Background: an optimization exercise with open tools, aiming at small area. Do not read the settings as production practice. Function was checked by simulation only, so behaviour that the tests miss may differ from the original. Power figures rest on the tool's default switching activity, not on a simulated workload.

==> design.v <==
`timescale 1ns/100ps
package l1_trig_pkg;
    localparam int NUM_CHANNELS = 4;
    localparam int NUM_BEAMS    = 2;
    localparam int SAMPLE_W = 5;
    localparam int BSUM_W   = 7;
    localparam int POWER_W  = 18;
    localparam int LOW_W    = 12;
    localparam int ROOT_W   = 7;
    localparam int CNT_W    = 6;
    localparam int HOLDOFF_CLOCKS     = 16;
    localparam int HOLDOFF_W          = $clog2(HOLDOFF_CLOCKS + 1);
    localparam int RATE_PERIOD_CLOCKS = 1024;
    localparam int WINDOW_W           = $clog2(RATE_PERIOD_CLOCKS);
    localparam int AXIL_ADDR_W = 8;
    localparam int AXIL_DATA_W = 32;
    localparam logic [AXIL_ADDR_W-1:0] REG_CTRL    = 8'h00;
    localparam logic [AXIL_ADDR_W-1:0] REG_THRESH0 = 8'h10;
    localparam logic [AXIL_ADDR_W-1:0] REG_THRESH1 = 8'h14;
    localparam logic [AXIL_ADDR_W-1:0] REG_COUNT0  = 8'h20;
    localparam logic [AXIL_ADDR_W-1:0] REG_COUNT1  = 8'h24;
endpackage
`timescale 1ns/100ps
module beam_former (
    input  logic                                                aclk,
    input  logic                                                rst_n_i,
    input  logic [l1_trig_pkg::NUM_CHANNELS*l1_trig_pkg::SAMPLE_W-1:0] samples_i,
    output logic [l1_trig_pkg::NUM_BEAMS*l1_trig_pkg::BSUM_W-1:0]      beam_sums_o
);
    localparam int BSUM_W = l1_trig_pkg::BSUM_W;
    logic signed [4:0] x0, x1, x2, x3;
    logic signed [4:0] p3;
    logic signed [5:0] p2;
    logic signed [6:0] p1;
    assign x0 = samples_i[4:0];
    assign x1 = samples_i[9:5];
    assign x2 = samples_i[14:10];
    assign x3 = samples_i[19:15];
    always_ff @(posedge aclk) begin
        if (!rst_n_i) begin
            p3 <= '0;
            p2 <= '0;
            p1 <= '0;
        end else begin
            p3 <= x3;
            p2 <= 6'(p3) + 6'(x2);
            p1 <= 7'(p2) + 7'(x1);
        end
    end
    assign beam_sums_o[0*BSUM_W +: BSUM_W] = 7'(x0) + 7'(x1) + 7'(x2) + 7'(x3);
    assign beam_sums_o[1*BSUM_W +: BSUM_W] = 7'(x0) + p1;
endmodule
`timescale 1ns/100ps
module beam_discriminator (
    input  logic                                                aclk,
    input  logic                                                rst_n_i,
    input  logic [l1_trig_pkg::NUM_BEAMS*l1_trig_pkg::BSUM_W-1:0]  beam_sums_i,
    input  logic [l1_trig_pkg::NUM_BEAMS*l1_trig_pkg::POWER_W-1:0] thresh_stage_i,
    input  logic                                                thresh_update_i,
    input  logic                                                thresh_update_next_i,
    output logic [l1_trig_pkg::NUM_BEAMS-1:0]                      raw_trig_o
);
    localparam int NUM_BEAMS = l1_trig_pkg::NUM_BEAMS;
    localparam int BSUM_W    = l1_trig_pkg::BSUM_W;
    localparam int POWER_W   = l1_trig_pkg::POWER_W;
    localparam int LOW_W     = l1_trig_pkg::LOW_W;
    localparam int ROOT_W    = l1_trig_pkg::ROOT_W;
    function automatic logic [5:0] isqrt12(input logic [11:0] v);
        logic [7:0] rem;
        logic [7:0] trial;
        logic [5:0] root;
        rem  = '0;
        root = '0;
        for (int i = 5; i >= 0; i--) begin
            rem   = {rem[5:0], v[2*i+1 -: 2]};
            trial = {root, 2'b01};
            if (rem >= trial) begin
                rem  = rem - trial;
                root = {root[4:0], 1'b1};
            end else begin
                root = {root[4:0], 1'b0};
            end
        end
        isqrt12 = root;
    endfunction
    logic [NUM_BEAMS-1:0][ROOT_W-1:0] root_stage;
    logic [NUM_BEAMS-1:0][ROOT_W-1:0] root_active;
    logic [NUM_BEAMS-1:0][ROOT_W-1:0] root_use;
    logic [NUM_BEAMS-1:0]             decide;
    logic [NUM_BEAMS-1:0]             decide_q1;
    logic [NUM_BEAMS-1:0]             decide_q2;
    always_comb begin
        for (int b = 0; b < NUM_BEAMS; b++) begin
            if (thresh_stage_i[b*POWER_W+LOW_W +: POWER_W-LOW_W] != '0) begin
                root_stage[b] = ROOT_W'(64);
            end else begin
                root_stage[b] = ROOT_W'(isqrt12(thresh_stage_i[b*POWER_W +: LOW_W]));
            end
            root_use[b] = (thresh_update_i || thresh_update_next_i) ? root_stage[b] : root_active[b];
        end
    end
    always_comb begin
        logic signed [BSUM_W:0] s;
        logic signed [BSUM_W:0] r;
        for (int b = 0; b < NUM_BEAMS; b++) begin
            s = (BSUM_W+1)'($signed(beam_sums_i[b*BSUM_W +: BSUM_W]));
            r = $signed({1'b0, root_use[b]});
            decide[b] = (s > r) || (s < -r);
        end
    end
    always_ff @(posedge aclk) begin
        if (!rst_n_i) begin
            root_active <= {NUM_BEAMS{ROOT_W'(64)}};
        end else if (thresh_update_i) begin
            root_active <= root_stage;
        end
    end
    always_ff @(posedge aclk) begin
        if (!rst_n_i) begin
            decide_q1  <= '0;
            decide_q2  <= '0;
            raw_trig_o <= '0;
        end else begin
            decide_q1  <= decide;
            decide_q2  <= decide_q1;
            raw_trig_o <= decide_q2;
        end
    end
endmodule
`timescale 1ns/100ps
module trigger_rate_counter (
    input  logic                                              aclk,
    input  logic                                              rst_n_i,
    input  logic [l1_trig_pkg::NUM_BEAMS-1:0]                    raw_trig_i,
    input  logic                                              rate_start_i,
    output logic [l1_trig_pkg::NUM_BEAMS-1:0]                    trigger_o,
    output logic [l1_trig_pkg::NUM_BEAMS*l1_trig_pkg::CNT_W-1:0] counts_o,
    output logic                                              count_done_o
);
    localparam int NUM_BEAMS      = l1_trig_pkg::NUM_BEAMS;
    localparam int CNT_W          = l1_trig_pkg::CNT_W;
    localparam int HOLDOFF_CLOCKS = l1_trig_pkg::HOLDOFF_CLOCKS;
    localparam int HOLDOFF_W      = l1_trig_pkg::HOLDOFF_W;
    localparam int WINDOW_W       = l1_trig_pkg::WINDOW_W;
    logic [NUM_BEAMS-1:0][HOLDOFF_W-1:0] holdoff;
    logic [NUM_BEAMS-1:0][CNT_W-1:0]     counts;
    logic [WINDOW_W:0]                   window;
    logic                                window_run;
    assign counts_o     = counts;
    assign window_run   = !window[WINDOW_W];
    assign count_done_o = window[WINDOW_W] && !window[0];
    always_comb begin
        for (int b = 0; b < NUM_BEAMS; b++) begin
            trigger_o[b] = raw_trig_i[b] && (holdoff[b] == '0);
        end
    end
    always_ff @(posedge aclk) begin
        if (!rst_n_i) begin
            holdoff <= '0;
        end else begin
            for (int b = 0; b < NUM_BEAMS; b++) begin
                if (rate_start_i) begin
                    holdoff[b] <= '0;
                end else if (trigger_o[b]) begin
                    holdoff[b] <= HOLDOFF_W'(HOLDOFF_CLOCKS);
                end else if (holdoff[b] != '0) begin
                    holdoff[b] <= holdoff[b] - 1'b1;
                end
            end
        end
    end
    always_ff @(posedge aclk) begin
        if (!rst_n_i) begin
            window <= (WINDOW_W+1)'(1025);
        end else if (rate_start_i) begin
            window <= '0;
        end else if (window_run) begin
            window <= window + 1'b1;
        end
    end
    always_ff @(posedge aclk) begin
        if (!rst_n_i) begin
            counts <= '0;
        end else if (rate_start_i) begin
            counts <= '0;
        end else if (window_run) begin
            for (int b = 0; b < NUM_BEAMS; b++) begin
                if (trigger_o[b]) begin
                    counts[b] <= counts[b] + 1'b1;
                end
            end
        end
    end
endmodule
`timescale 1ns/100ps
module l1_trigger_regs (
    input  logic                                                aclk,
    input  logic                                                rst_n_i,
    input  logic                                                awvalid_i,
    input  logic [l1_trig_pkg::AXIL_ADDR_W-1:0]                    awaddr_i,
    input  logic                                                wvalid_i,
    input  logic [l1_trig_pkg::POWER_W-1:0]                        wdata_i,
    input  logic [2:0]                                          wstrb_i,
    input  logic                                                bready_i,
    input  logic                                                arvalid_i,
    input  logic [l1_trig_pkg::AXIL_ADDR_W-1:0]                    araddr_i,
    input  logic                                                rready_i,
    output logic                                                awready_o,
    output logic                                                wready_o,
    output logic                                                bvalid_o,
    output logic [1:0]                                          bresp_o,
    output logic                                                arready_o,
    output logic                                                rvalid_o,
    output logic [l1_trig_pkg::AXIL_DATA_W-1:0]                    rdata_o,
    output logic [1:0]                                          rresp_o,
    output logic [l1_trig_pkg::NUM_BEAMS*l1_trig_pkg::POWER_W-1:0] thresh_stage_o,
    output logic                                                thresh_update_o,
    output logic                                                thresh_update_next_o,
    output logic                                                rate_start_o,
    input  logic [l1_trig_pkg::NUM_BEAMS*l1_trig_pkg::CNT_W-1:0]   counts_i,
    input  logic                                                count_done_i
);
    localparam int NUM_BEAMS   = l1_trig_pkg::NUM_BEAMS;
    localparam int POWER_W     = l1_trig_pkg::POWER_W;
    localparam int CNT_W       = l1_trig_pkg::CNT_W;
    localparam int AXIL_DATA_W = l1_trig_pkg::AXIL_DATA_W;
    localparam logic [7:0] REG_CTRL    = l1_trig_pkg::REG_CTRL;
    localparam logic [7:0] REG_THRESH0 = l1_trig_pkg::REG_THRESH0;
    localparam logic [7:0] REG_THRESH1 = l1_trig_pkg::REG_THRESH1;
    localparam logic [7:0] REG_COUNT0  = l1_trig_pkg::REG_COUNT0;
    localparam logic [7:0] REG_COUNT1  = l1_trig_pkg::REG_COUNT1;
    logic                              wr_accept;
    logic                              rd_accept;
    logic                              bvalid;
    logic                              rvalid;
    logic                              ctrl_wr;
    logic [NUM_BEAMS-1:0][POWER_W-1:0] thresh_stage;
    logic [NUM_BEAMS-1:0]              thresh_sel;
    logic [POWER_W-1:0]                rd_data_next;
    logic [POWER_W-1:0]                rdata;
    assign thresh_stage_o = thresh_stage;
    assign wr_accept = awvalid_i && wvalid_i && !bvalid;
    assign ctrl_wr   = wr_accept && (awaddr_i == REG_CTRL) && wstrb_i[0];
    assign thresh_update_next_o = ctrl_wr && wdata_i[1];
    assign thresh_sel[0] = wr_accept && (awaddr_i == REG_THRESH0);
    assign thresh_sel[1] = wr_accept && (awaddr_i == REG_THRESH1);
    always_ff @(posedge aclk) begin
        if (!rst_n_i) begin
            bvalid <= 1'b0;
        end else if (wr_accept) begin
            bvalid <= 1'b1;
        end else if (bready_i) begin
            bvalid <= 1'b0;
        end
    end
    always_ff @(posedge aclk) begin
        if (!rst_n_i) begin
            rate_start_o    <= 1'b0;
            thresh_update_o <= 1'b0;
        end else begin
            rate_start_o    <= ctrl_wr && wdata_i[0];
            thresh_update_o <= thresh_update_next_o;
        end
    end
    always_ff @(posedge aclk) begin
        if (!rst_n_i) begin
            thresh_stage <= '1;
        end else begin
            for (int b = 0; b < NUM_BEAMS; b++) begin
                if (thresh_sel[b]) begin
                    if (wstrb_i[0]) thresh_stage[b][7:0]          <= wdata_i[7:0];
                    if (wstrb_i[1]) thresh_stage[b][15:8]         <= wdata_i[15:8];
                    if (wstrb_i[2]) thresh_stage[b][POWER_W-1:16] <= wdata_i[POWER_W-1:16];
                end
            end
        end
    end
    assign rd_accept = arvalid_i && !rvalid;
    always_comb begin
        case (araddr_i)
            REG_CTRL:    rd_data_next = POWER_W'(count_done_i);
            REG_THRESH0: rd_data_next = thresh_stage[0];
            REG_THRESH1: rd_data_next = thresh_stage[1];
            REG_COUNT0:  rd_data_next = POWER_W'(counts_i[0*CNT_W +: CNT_W]);
            REG_COUNT1:  rd_data_next = POWER_W'(counts_i[1*CNT_W +: CNT_W]);
            default:     rd_data_next = '0;
        endcase
    end
    always_ff @(posedge aclk) begin
        if (!rst_n_i) begin
            rvalid <= 1'b0;
            rdata  <= '0;
        end else if (rd_accept) begin
            rvalid <= 1'b1;
            rdata  <= rd_data_next;
        end else if (rready_i) begin
            rvalid <= 1'b0;
        end
    end
    assign awready_o = wr_accept;
    assign wready_o  = wr_accept;
    assign bvalid_o  = bvalid;
    assign bresp_o   = 2'b00;
    assign arready_o = !rvalid;
    assign rvalid_o  = rvalid;
    assign rdata_o   = AXIL_DATA_W'(rdata);
    assign rresp_o   = 2'b00;
endmodule
`timescale 1ns/100ps
module l1_trigger_top (
    input  logic        aclk,
    input  logic        rst_n_i,
    input  logic [19:0] samples_i,
    input  logic        s_axil_awvalid,
    input  logic [7:0]  s_axil_awaddr,
    input  logic        s_axil_wvalid,
    input  logic [31:0] s_axil_wdata,
    input  logic [3:0]  s_axil_wstrb,
    input  logic        s_axil_bready,
    input  logic        s_axil_arvalid,
    input  logic [7:0]  s_axil_araddr,
    input  logic        s_axil_rready,
    output logic        s_axil_awready,
    output logic        s_axil_wready,
    output logic        s_axil_bvalid,
    output logic [1:0]  s_axil_bresp,
    output logic        s_axil_arready,
    output logic        s_axil_rvalid,
    output logic [31:0] s_axil_rdata,
    output logic [1:0]  s_axil_rresp,
    output logic [1:0]  trigger_o
);
    localparam int NUM_BEAMS = l1_trig_pkg::NUM_BEAMS;
    localparam int BSUM_W    = l1_trig_pkg::BSUM_W;
    localparam int POWER_W   = l1_trig_pkg::POWER_W;
    localparam int CNT_W     = l1_trig_pkg::CNT_W;
    localparam int ROOT_W    = l1_trig_pkg::ROOT_W;
    logic [NUM_BEAMS*POWER_W-1:0] thresh_stage;
    logic                         thresh_update;
    logic                         thresh_update_next;
    logic                         rate_start;
    logic [NUM_BEAMS*CNT_W-1:0]   counts;
    logic                         count_done;
    logic [NUM_BEAMS*BSUM_W-1:0]  beam_sums;
    logic [NUM_BEAMS-1:0]         raw_trig;
    l1_trigger_regs l1_trigger_regs_inst (
        .aclk                 (aclk),
        .rst_n_i              (rst_n_i),
        .awvalid_i            (s_axil_awvalid),
        .awaddr_i             (s_axil_awaddr),
        .wvalid_i             (s_axil_wvalid),
        .wdata_i              (s_axil_wdata[l1_trig_pkg::POWER_W-1:0]),
        .wstrb_i              (s_axil_wstrb[2:0]),
        .bready_i             (s_axil_bready),
        .arvalid_i            (s_axil_arvalid),
        .araddr_i             (s_axil_araddr),
        .rready_i             (s_axil_rready),
        .awready_o            (s_axil_awready),
        .wready_o             (s_axil_wready),
        .bvalid_o             (s_axil_bvalid),
        .bresp_o              (s_axil_bresp),
        .arready_o            (s_axil_arready),
        .rvalid_o             (s_axil_rvalid),
        .rdata_o              (s_axil_rdata),
        .rresp_o              (s_axil_rresp),
        .thresh_stage_o       (thresh_stage),
        .thresh_update_o      (thresh_update),
        .thresh_update_next_o (thresh_update_next),
        .rate_start_o         (rate_start),
        .counts_i             (counts),
        .count_done_i         (count_done)
    );
    beam_former beam_former_inst (
        .aclk        (aclk),
        .rst_n_i     (rst_n_i),
        .samples_i   (samples_i),
        .beam_sums_o (beam_sums)
    );
    beam_discriminator beam_discriminator_inst (
        .aclk                 (aclk),
        .rst_n_i              (rst_n_i),
        .beam_sums_i          (beam_sums),
        .thresh_stage_i       (thresh_stage),
        .thresh_update_i      (thresh_update),
        .thresh_update_next_i (thresh_update_next),
        .raw_trig_o           (raw_trig)
    );
    trigger_rate_counter trigger_rate_counter_inst (
        .aclk         (aclk),
        .rst_n_i      (rst_n_i),
        .raw_trig_i   (raw_trig),
        .rate_start_i (rate_start),
        .trigger_o    (trigger_o),
        .counts_o     (counts),
        .count_done_o (count_done)
    );
endmodule
==> run.sh <==
#!/bin/bash
# synth_recipe.tcl (not shown) runs the flow's synth.tcl, then flattens the netlist and writes it again
# the make line also repeats each setting of config.mk as NAME=value (left out here)
make -C /OpenROAD-flow-scripts/flow DESIGN_CONFIG=/design/flow/config.mk WORK_HOME=/design/flow/orfs CLKGATE_MAP_FILE= SYNTH_SCRIPT=/design/flow/synth_recipe.tcl finish
==> config.mk <==
export PLATFORM = sky130hd
export DESIGN_NAME = l1_trigger_top
export DESIGN_NICKNAME = l1_trigger_top
export VERILOG_FILES = /design/flow/design.v
export SDC_FILE = /design/flow/constraint.sdc
export NUM_CORES = 4
export LEC_CHECK = 0
export CAP_MARGIN = 20
export CORE_MARGIN = 2
export CORE_UTILIZATION = 40
export SLEW_MARGIN = 20
==> constraint.sdc <==
create_clock -name core_clock -period 5.0 [get_ports {aclk}]
set_input_delay 1.0000 -clock core_clock [delete_from_list [all_inputs] [get_ports {aclk}]]
set_output_delay 1.0000 -clock core_clock [all_outputs]
set_load 0.01 [all_outputs]
==> results of run 1 <==
-- power by group --
| part | switching (mW) | internal (mW) |
|---|---|---|
| Combinational | 0.383 | 0.383 |
| Clock | 0.483 | 0.737 |
| Sequential | 0.0325 | 1.08 |
-- critical path, delay by kind of cell (launching register included) --
kind / cells / cell delay [ns]
buffers and inverters: 7 / 0.60
flip-flops: 1 / 0.37
AO/OA/AOI/OAI: 20 / 3.00
AND/OR/NAND/NOR: 14 / 1.63
adder cells (fa/ha/maj): 7 / 1.63
multiplexers: 1 / 0.18
-- state kept, by name, summed over array words and instances (netlist names), 2 cells and up --
register and cells:
beam_discriminator_inst.raw_trig_o 2, trigger_rate_counter_inst.window 11, beam_discriminator_inst.root_active 14, beam_discriminator_inst.decide_q2 2
beam_former_inst.p3 5, trigger_rate_counter_inst.counts 12, l1_trigger_regs_inst.rdata 18, trigger_rate_counter_inst.holdoff 10
beam_former_inst.p1 7, beam_former_inst.p2 6, l1_trigger_regs_inst.thresh_stage 36, beam_discriminator_inst.decide_q1 2
-- layout make-up --
cell class | count | area, µm² | area share (%)
multi-input cells | 903 | 6930 | 53.1
flip-flops and latches | 129 | 2590 | 19.9
repair buffers | 273 | 2290 | 17.5
clock buffers | 21 | 480 | 3.69
well taps | 319 | 399 | 3.06
inverters | 63 | 241 | 1.85
clock inverters | 11 | 106 | 0.816
-- worst max path at each step --
stage | start | end | slack, ns
floorplan | l1_trigger_regs_inst.thresh_stage[8]$_SDFFE_PN1P_ | beam_discriminator_inst.decide_q1[0]$_SDFF_PN0_ | -2.74
global placement | l1_trigger_regs_inst.thresh_stage[8]$_SDFFE_PN1P_ | beam_discriminator_inst.decide_q1[0]$_SDFF_PN0_ | -2.47
detailed placement | l1_trigger_regs_inst.thresh_stage[8]$_SDFFE_PN1P_ | beam_discriminator_inst.decide_q1[0]$_SDFF_PN0_ | -2.67
CTS | l1_trigger_regs_inst.thresh_stage[8]$_SDFFE_PN1P_ | beam_discriminator_inst.decide_q1[0]$_SDFF_PN0_ | -2.57
global route | l1_trigger_regs_inst.thresh_stage[8]$_SDFFE_PN1P_ | beam_discriminator_inst.decide_q1[0]$_SDFF_PN0_ | -3.01
finish | l1_trigger_regs_inst.thresh_stage[8]$_SDFFE_PN1P_ | beam_discriminator_inst.decide_q1[0]$_SDFF_PN0_ | -2.52
-- cells in the mapped netlist (26+ instances only) --
master | instances | area [µm²]
nor2b_1 | 39 | 244
dfxtp_1 | 129 | 2580
clkbuf_1 | 36 | 135
inv_1 | 62 | 233
nor2_1 | 76 | 285
nor3_1 | 30 | 150
xor2_1 | 26 | 228
ha_1 | 100 | 1250
a21oi_1 | 65 | 325
xnor2_1 | 39 | 342
nand3_1 | 65 | 325
nand2_1 | 107 | 402
o21ai_0 | 46 | 230
-- per-stage QoR --
step                utilization (%)  hold slack, ns  cells  setup slack (ns)
floorplan                         -           0.412   1153             -2.74
CTS                            55.2           0.441   1713             -2.57
finish                         55.9           0.436   1719             -2.52
detailed placement             51.5           0.423   1665             -2.67
global placement               51.5           0.413   1665             -2.47
global route                   55.9           0.450   1719             -3.01
-- repair_timing --
item / 4_1_cts / 5_1_grt
resized for setup: 34 / 21
hold endpoints to repair: 0 / 0
setup endpoints to repair: 4 / 6
setup buffers: 17 / 7
pin swaps: 49 / 30
gates cloned: 0 / 0
-- metal layers --
metal / track usage (%) / up-vias
li1: - / 4486
met1: 27.9 / 4183
met2: 34.7 / 175
met3: 3.42 / 31
met4: 6.97 / 0
met5: 0 / -
-- kinds of logic (layout without fill, tap and decap cells) --
kind of cell | Yosys count | in the layout | share of synthesized area, %
multiplexers | 38 | 38 | 4.31
other | 1 | 18 | 0.0397
AO/OA/AOI/OAI | 247 | 247 | 17.9
AND/OR/NAND/NOR | 421 | 421 | 22.6
buffers and inverters | 121 | 368 | 5.66
XOR/XNOR | 65 | 65 | 6.02
flip-flops | 129 | 129 | 27.3
adder cells (fa/ha/maj) | 114 | 114 | 16.2
-- layout by cell type, fill, tap and decap left out, drive strengths merged, types with 4 or more instances in the layout --
cell / Yosys / layout
conb: 1 / 18
o31ai: 6 / 6
a21o: 16 / 16
o21a: 13 / 13
nand2b: 20 / 20
nand2: 109 / 109
a21oi: 67 / 67
clkinv: 1 / 5
fa: 14 / 14
inv: 62 / 62
nand4: 7 / 7
a211oi: 10 / 10
or2: 5 / 5
nor2b: 39 / 39
ha: 100 / 100
and3: 12 / 12
mux2i: 25 / 25
o211ai: 6 / 6
clkinvlp: 0 / 6
or3: 8 / 8
nor3b: 9 / 9
xnor2: 39 / 39
nor3: 30 / 30
a221oi: 9 / 9
dfxtp: 129 / 129
clkdlybuf4s50: 0 / 87
buf: 22 / 186
and2: 20 / 20
clkbuf: 36 / 21
a21boi: 11 / 11
o21ai: 47 / 47
a22oi: 18 / 18
nor2: 76 / 76
mux2: 12 / 12
xor2: 26 / 26
nand3: 66 / 66
o21bai: 4 / 4
a31oi: 7 / 7
==> impl_metrics.py, run 1 <==
metrics = {
    "final_layout": {
        "fillers": 2130,
        "synthToLayoutAreaGrowth_pct": 37.9,
        "fin_area_um2": 13000,
        "nets": 1580,
        "diodes": 0,
        "drive_gt1_share_pct": 23.9,
    },
    "route": {
        "antenna_left": 0,
        "top_layer_used": "met4",
        "post_drt_wl_per_cell_um": 15.2,
        "drt_iter0_drc": 374,
        "totalWireLength_um": 26200,
        "remaining_drc_errors": 0,
        "first_pass_iters": 5,
        "route.met3.wl_um": 1310,
        "vias": 8875,
        "dr_wl_met2_um": 12200,
        "vias_per_cell": 5.16,
        "met1Wirelength_um": 12200,
    },
    "sta": {
        "hold_viol_final": 0,
        "fin_crit_ns": 7.52,
        "setup_violations": 4,
        "relSlewSlack_pct": 29.1,
        "skew_ns": 0.00763,
        "setup_ws_ns": -2.52,
        "rsz0062_at_grt": "true",
        "worstMarginPinSlew_ns": 1.06,
        "tns_ns": -7.16,
        "post-route-period-util_pct": 150,
        "finalMaxSlewViolations": 0,
        "fmax_ghz": 0.133,
    },
    "setup_path": {
        "ff2ff_setup_slack_ns": -2.52,
        "ff2ff_path_depth": 49,
        "cpMaxStageDelayCell": "dfxtp_4",
        "path_class": "flop to flop",
        "worstSetupEndpointType": "flop",
        "cp.required_ns": 5.36,
        "max_stage_delay_ns": 0.37,
        "cp_common_cell": "a21oi_2",
        "cp-start-kind": "flop",
        "r2r_end": "beam_discriminator_inst.decide_q1[0]$_SDFF_PN0_",
        "arrival_ns": 7.88,
        "path_max_fanout": 6,
        "r2r_start": "l1_trigger_regs_inst.thresh_stage[8]$_SDFFE_PN1P_",
    },
    "placement": {
        "hpwl_um": 20200,
        "portBuffers": 88,
        "placed_area_um2": 12000,
        "place_congestion": 0.921,
    },
    "hold_path": {
        "hp-class": "flop to flop",
        "hold_path_startpoint": "beam_discriminator_inst.decide_q1[1]$_SDFF_PN0_",
        "hold_depth": 1,
        "holdPathEnd": "beam_discriminator_inst.decide_q2[1]$_SDFF_PN0_",
    },
    "clock_network": {
        "cts_buffer_depth": 2,
        "numCtsBuffers": 17,
        "cts_root_buf": "clkbuf_16",
        "clock_latency_ns": 0.42,
        "clkTransAtPathRegs_ns": 0.06,
        "cts_sinks": 129,
        "tritoncts": "yes",
        "htree_levels": 4,
        "cts_hold_repair.buffers": 0,
    },
    "synthesis": {
        "synth_edf_count": 0,
        "async_reset_ff_share_pct": 0,
        "synth_cells": 1136,
        "synth_cell_types": 80,
        "yosys_warnings": 4,
        "synthFlopType": "dfxtp_1",
        "synth_seq_area_share_pct": 27.3,
        "ys_seq_elements": 129,
        "synthesis.area_um2": 9450,
        "avgSynthCellArea_um2": 8.32,
    },
    "outcome": {
        "status": "complete, but fails checks",
        "so_faults": "setup timing",
    },
    "pwr": {
        "ir_worst_vdd_mv": 0.201,
        "p_leak_nw": 5.73,
        "power.total_mw": 3.10,
        "powerDensity_nw_per_um2": 238,
    },
    "global_route": {
        "globalRouteOverflowTotal": 0,
        "antenna_found_initial": 0,
        "grtUsageTotal_pct": 21.0,
        "grt_max_degree": 46,
        "grt_pass1_vias": 8467,
        "grt_pass1_wl_um": 41500,
    },
    "die": {
        "core_um2": 23300,
        "die_w_um": 158,
        "ios": 122,
        "start_util_pct": 40.5,
        "row_count": 56,
        "die_y_um": 158,
        "dieArea_um2": 24900,
    },
    "run": {
        "drv_cap": 0,
    },
}
==> inputs of run 2 (changes only) <==
--- a/design.v
+++ b/design.v
@@ -58,6 +58,7 @@
     input  logic [l1_trig_pkg::NUM_BEAMS*l1_trig_pkg::POWER_W-1:0] thresh_stage_i,
     input  logic                                                thresh_update_i,
     input  logic                                                thresh_update_next_i,
+    input  logic [l1_trig_pkg::NUM_BEAMS-1:0]                      thresh_wr_i,
     output logic [l1_trig_pkg::NUM_BEAMS-1:0]                      raw_trig_o
 );
     localparam int NUM_BEAMS = l1_trig_pkg::NUM_BEAMS;
@@ -83,29 +84,42 @@
         end
         isqrt12 = root;
     endfunction
+    logic [NUM_BEAMS-1:0]             wrote;
+    logic [POWER_W-1:0]               level;
+    logic [ROOT_W-1:0]                root_new;
     logic [NUM_BEAMS-1:0][ROOT_W-1:0] root_stage;
     logic [NUM_BEAMS-1:0][ROOT_W-1:0] root_active;
     logic [NUM_BEAMS-1:0][ROOT_W-1:0] root_use;
     logic [NUM_BEAMS-1:0]             decide;
     logic [NUM_BEAMS-1:0]             decide_q1;
     logic [NUM_BEAMS-1:0]             decide_q2;
+    assign level    = wrote[1] ? thresh_stage_i[POWER_W +: POWER_W] : thresh_stage_i[0 +: POWER_W];
+    assign root_new = (level[POWER_W-1:LOW_W] != '0) ? ROOT_W'(64) : ROOT_W'(isqrt12(level[LOW_W-1:0]));
+    always_ff @(posedge aclk) begin
+        if (!rst_n_i) begin
+            wrote      <= '0;
+            root_stage <= {NUM_BEAMS{ROOT_W'(64)}};
+        end else begin
+            wrote <= thresh_wr_i;
+            for (int b = 0; b < NUM_BEAMS; b++) begin
+                if (wrote[b]) root_stage[b] <= root_new;
+            end
+        end
+    end
     always_comb begin
         for (int b = 0; b < NUM_BEAMS; b++) begin
-            if (thresh_stage_i[b*POWER_W+LOW_W +: POWER_W-LOW_W] != '0) begin
-                root_stage[b] = ROOT_W'(64);
-            end else begin
-                root_stage[b] = ROOT_W'(isqrt12(thresh_stage_i[b*POWER_W +: LOW_W]));
-            end
             root_use[b] = (thresh_update_i || thresh_update_next_i) ? root_stage[b] : root_active[b];
         end
     end
     always_comb begin
-        logic signed [BSUM_W:0] s;
-        logic signed [BSUM_W:0] r;
+        logic [BSUM_W-1:0] s;
+        logic [5:0]        a;
+        logic [6:0]        t;
         for (int b = 0; b < NUM_BEAMS; b++) begin
-            s = (BSUM_W+1)'($signed(beam_sums_i[b*BSUM_W +: BSUM_W]));
-            r = $signed({1'b0, root_use[b]});
-            decide[b] = (s > r) || (s < -r);
+            s = beam_sums_i[b*BSUM_W +: BSUM_W];
+            a = s[5:0] ^ {6{s[6]}};
+            t = {1'b0, a} + {1'b0, ~root_use[b][5:0]} + 7'(s[6]);
+            decide[b] = t[6] && !root_use[b][6];
         end
     end
     always_ff @(posedge aclk) begin
@@ -216,6 +230,7 @@
     output logic [l1_trig_pkg::NUM_BEAMS*l1_trig_pkg::POWER_W-1:0] thresh_stage_o,
     output logic                                                thresh_update_o,
     output logic                                                thresh_update_next_o,
+    output logic [l1_trig_pkg::NUM_BEAMS-1:0]                      thresh_wr_o,
     output logic                                                rate_start_o,
     input  logic [l1_trig_pkg::NUM_BEAMS*l1_trig_pkg::CNT_W-1:0]   counts_i,
     input  logic                                                count_done_i
@@ -239,6 +254,7 @@
     logic [POWER_W-1:0]                rd_data_next;
     logic [POWER_W-1:0]                rdata;
     assign thresh_stage_o = thresh_stage;
+    assign thresh_wr_o    = thresh_sel;
     assign wr_accept = awvalid_i && wvalid_i && !bvalid;
     assign ctrl_wr   = wr_accept && (awaddr_i == REG_CTRL) && wstrb_i[0];
     assign thresh_update_next_o = ctrl_wr && wdata_i[1];
@@ -338,6 +354,7 @@
     logic [NUM_BEAMS*POWER_W-1:0] thresh_stage;
     logic                         thresh_update;
     logic                         thresh_update_next;
+    logic [NUM_BEAMS-1:0]         thresh_wr;
     logic                         rate_start;
     logic [NUM_BEAMS*CNT_W-1:0]   counts;
     logic                         count_done;
@@ -366,6 +383,7 @@
         .thresh_stage_o       (thresh_stage),
         .thresh_update_o      (thresh_update),
         .thresh_update_next_o (thresh_update_next),
+        .thresh_wr_o          (thresh_wr),
         .rate_start_o         (rate_start),
         .counts_i             (counts),
         .count_done_i         (count_done)
@@ -383,6 +401,7 @@
         .thresh_stage_i       (thresh_stage),
         .thresh_update_i      (thresh_update),
         .thresh_update_next_i (thresh_update_next),
+        .thresh_wr_i          (thresh_wr),
         .raw_trig_o           (raw_trig)
     );
     trigger_rate_counter trigger_rate_counter_inst (
==> impl_metrics.py, run 2 <==
metrics = {
    "pwr": {
        "clock_power_share_pct": 41.1,
        "switchingPower_uw": 971,
        "swShare_pct": 28.8,
        "combPwrFrac_pct": 22.7,
        "pwr-share-seq_pct": 36.1,
        "internal_power_mw": 2.40,
        "powerDensity_nw_per_um2": 307,
        "ir_worst_vdd_mv": 0.200,
        "power.total_mw": 3.37,
        "p_leak_nw": 4.65,
    },
    "clock_network": {
        "clock_latency_ns": 0.43,
        "cts_sinks": 145,
        "cts_buffer_depth": 2,
        "cts_root_buf": "clkbuf_16",
        "htree_levels": 4,
        "cts_hold_repair.buffers": 0,
        "tritoncts": "yes",
        "clkTransAtPathRegs_ns": 0.07,
        "numCtsBuffers": 17,
    },
    "synthesis": {
        "async_reset_ff_share_pct": 0,
        "ys_seq_elements": 145,
        "synthFlopType": "dfxtp_1",
        "synth_edf_count": 0,
        "synthTopCellsByArea": "dfxtp_1, ha_1, mux2i_1, nand2_1, xnor2_1",
        "avgSynthCellArea_um2": 9.00,
        "synthTopCellsByCount": "dfxtp_1, nand2_1, ha_1, mux2i_1, nor2_1",
        "synth_seq_area_share_pct": 34.7,
        "yosys_warnings": 4,
        "synth_area_leader_cell": "dfxtp_1",
        "synth_cells": 930,
        "synth_cell_types": 71,
        "synthesis.area_um2": 8370,
        "yosysMostFrequentCell": "dfxtp_1",
        "synth_top_cell_area_share_pct": 34.7,
    },
    "route": {
        "remaining_drc_errors": 0,
        "totalWireLength_um": 19800,
        "post_drt_wl_per_cell_um": 14.2,
        "first_pass_iters": 5,
        "vias_per_cell": 4.97,
        "vias": 6925,
        "antenna_left": 0,
        "drt_iter0_drc": 420,
    },
    "sta": {
        "fmax_ghz": 0.157,
        "worstMarginPinSlew_ns": 0.985,
        "rsz0062_at_grt": "true",
        "post-route-period-util_pct": 127,
        "tns_ns": -2.99,
        "setup_violations": 4,
        "relSlewSlack_pct": 33.4,
        "fin_crit_ns": 6.36,
        "finalMaxSlewViolations": 0,
        "skew_ns": 0.0132,
        "hold_viol_final": 0,
        "setup_ws_ns": -1.36,
    },
    "final_layout": {
        "fin_area_um2": 11000,
        "drive_gt1_share_pct": 15.9,
        "multi_input_area_um2": 5220,
        "diodes": 0,
        "final_cells": 1394,
        "nets": 1263,
        "final_common_cell": "dfxtp_1",
        "largest_reg_flops": 36,
        "mostFrequentLayoutCells": "dfxtp_1, buf_4, nand2_1",
        "synthToLayoutAreaGrowth_pct": 31.2,
        "largestRegisters": "l1_trigger_regs_inst.thresh_stage x36, l1_trigger_regs_inst.rdata x18",
        "fillers": 1893,
        "seq_area_um2": 2910,
        "utilization_pct": 53.9,
        "largest-register": "l1_trigger_regs_inst.thresh_stage",
    },
    "setup_path": {
        "ff2ff_path_depth": 33,
        "path_class": "flop to flop",
        "crit_family": "compound AO/OA/AOI/OAI gates",
        "cpMaxStageDelayCell": "dfxtp_4",
        "arrival_ns": 6.67,
        "cp.depth": 33,
        "cp-start-kind": "flop",
        "cp.required_ns": 5.31,
        "worstSetupEndpointType": "flop",
        "ff2ff_setup_slack_ns": -1.36,
        "path_buf_inv": 1,
        "cp_common_cell": "a21o_1",
        "path_max_fanout": 8,
        "max_stage_delay_ns": 0.39,
    },
    "die": {
        "die_y_um": 149,
        "start_util_pct": 41.1,
        "dieArea_um2": 22100,
        "core_um2": 20400,
        "die_w_um": 149,
        "ios": 122,
        "row_count": 52,
    },
    "run": {
        "drv_cap": 0,
    },
    "global_route": {
        "grtUsageTotal_pct": 18.4,
        "grt_max_degree": 66,
        "grt_pass1_vias": 6616,
        "globalRouteOverflowTotal": 0,
        "grt_pass1_wl_um": 32400,
        "antenna_found_initial": 0,
    },
    "placement": {
        "placed_area_um2": 10100,
        "portBuffers": 88,
        "dp_cells": 1338,
        "place_congestion": 0.831,
        "hpwl_um": 14800,
    },
    "outcome": {
        "so_faults": "setup timing",
        "status": "complete, but fails checks",
    },
    "hold_path": {
        "hp-class": "flop to flop",
        "hold_depth": 1,
    },
}
## run 2: cell count changes in the layout (fill, tap and decap cells not counted), sizes merged, moves of 8 or more
cell / previous run / this run
buf: 186 / 109
nand3: 66 / 27
nor2: 76 / 51
mux2: 12 / 4
mux2i: 25 / 57
nor3: 30 / 16
dfxtp: 129 / 145
o21a: 13 / 2
xor2: 26 / 17
a21oi: 67 / 42
o21ai: 47 / 31
inv: 62 / 51
ha: 100 / 59
a22o: 1 / 15
## run 2: worst paths after layout
path	from	end
max	beam_discriminator_inst.wrote[1]$_SDFF_PN0_	beam_discriminator_inst.root_stage[0]$_SDFFE_PN0P_
min	beam_discriminator_inst.decide_q2[0]$_SDFF_PN0_	beam_discriminator_inst.raw_trig_o[0]$_SDFF_PN0_
max reg2reg	beam_discriminator_inst.wrote[1]$_SDFF_PN0_	beam_discriminator_inst.root_stage[0]$_SDFFE_PN0P_
min reg2reg	beam_discriminator_inst.decide_q2[0]$_SDFF_PN0_	beam_discriminator_inst.raw_trig_o[0]$_SDFF_PN0_
## run 2: final cells by class
type	instances	share of cell area, %
clock buffers	17	3.87
clock inverters	15	1.99
inverters	44	1.50
multi-input cells	707	47.5
flip-flops and latches	145	26.5
well taps	270	3.08
repair buffers	196	15.5
## run 2: worst register-to-register path: cells and delay by family, from the launching register on
family	cells	cell delay [ns]
multiplexers	3	0.70
adder cells (fa/ha/maj)	5	1.21
flip-flops	1	0.39
AND/OR/NAND/NOR	8	1.38
buffers and inverters	1	0.07
AO/OA/AOI/OAI	16	2.50
## run 2: logic make-up after synthesis
family          after synthesis  synth area share (%)
buf+inv                      95                  5.35
mux                          61                  7.70
simple gates                328                  20.1
other cells                   1                0.0448
fa+ha+maj                    73                  12.2
compound gates              175                  14.5
flops                       145                  34.7
xor+xnor                     52                  5.44
## run 2: layer usage
metal	global-route usage [%]	up-vias	routed length [µm]
li1	-	3574	-
met1	25.4	3214	9780
met2	29.0	126	8990
met3	3.96	11	812
met4	5.14	0	176
met5	0	-	0
## run 2: through the flow
stage | hold WS (ns) | worst slack [ns]
finish | 0.431 | -1.36
global placement | 0.414 | -1.25
floorplan | 0.412 | -1.72
global route | 0.444 | -1.77
CTS | 0.433 | -1.29
detailed placement | 0.422 | -1.41
## run 2: power by group through the flow
stage	Combinational (mW)	Clock (mW)	Sequential (mW)
3_3_place_gp	0.754	0	1.24
6_report	0.766	1.38	1.22
5_1_grt	0.877	1.46	1.22
3_5_place_dp	0.774	0	1.24
2_1_floorplan	0.578	0	1.24
4_1_cts	0.780	1.42	1.22
## run 2: what timing repair did
item,4_1_cts,5_1_grt
endpoints found under the hold margin,0,0
resized for setup,9,4
setup buffers,16,8
pin swaps,21,19
setup endpoints to repair,4,4

port drivers added, routing unchanged:
The results above use ideal ports. As a check the final layouts listed here were re-extracted and re-timed, cells and wires unchanged. Step 1 (the two cells are an assumption about what drives the block):
set clk [get_ports {aclk}]
set_driving_cell -lib_cell sky130_fd_sc_hd__clkbuf_16 $clk
set_driving_cell -lib_cell sky130_fd_sc_hd__buf_2 [delete_from_list [all_inputs] $clk]
Step 2 times the ports against the registers' clock, not the clock port: input delays grow and output delays shrink by t, the midpoint of the rising clock arrivals with the driver on. Slacks: ideal ports / drivers / drivers and shift; pairs: ideal ports / drivers.
| run | shift t [ns] | slack for setup (ns) | worst hold slack (ns) |
|---|---|---|---|
| run 1 | 0.465 | -2.519 / -2.519 / -2.519 | 0.436 / 0.436 / 0.436 |
| run 2 | 0.465 | -1.364 / -1.364 / -1.364 | 0.431 / 0.431 / 0.431 |
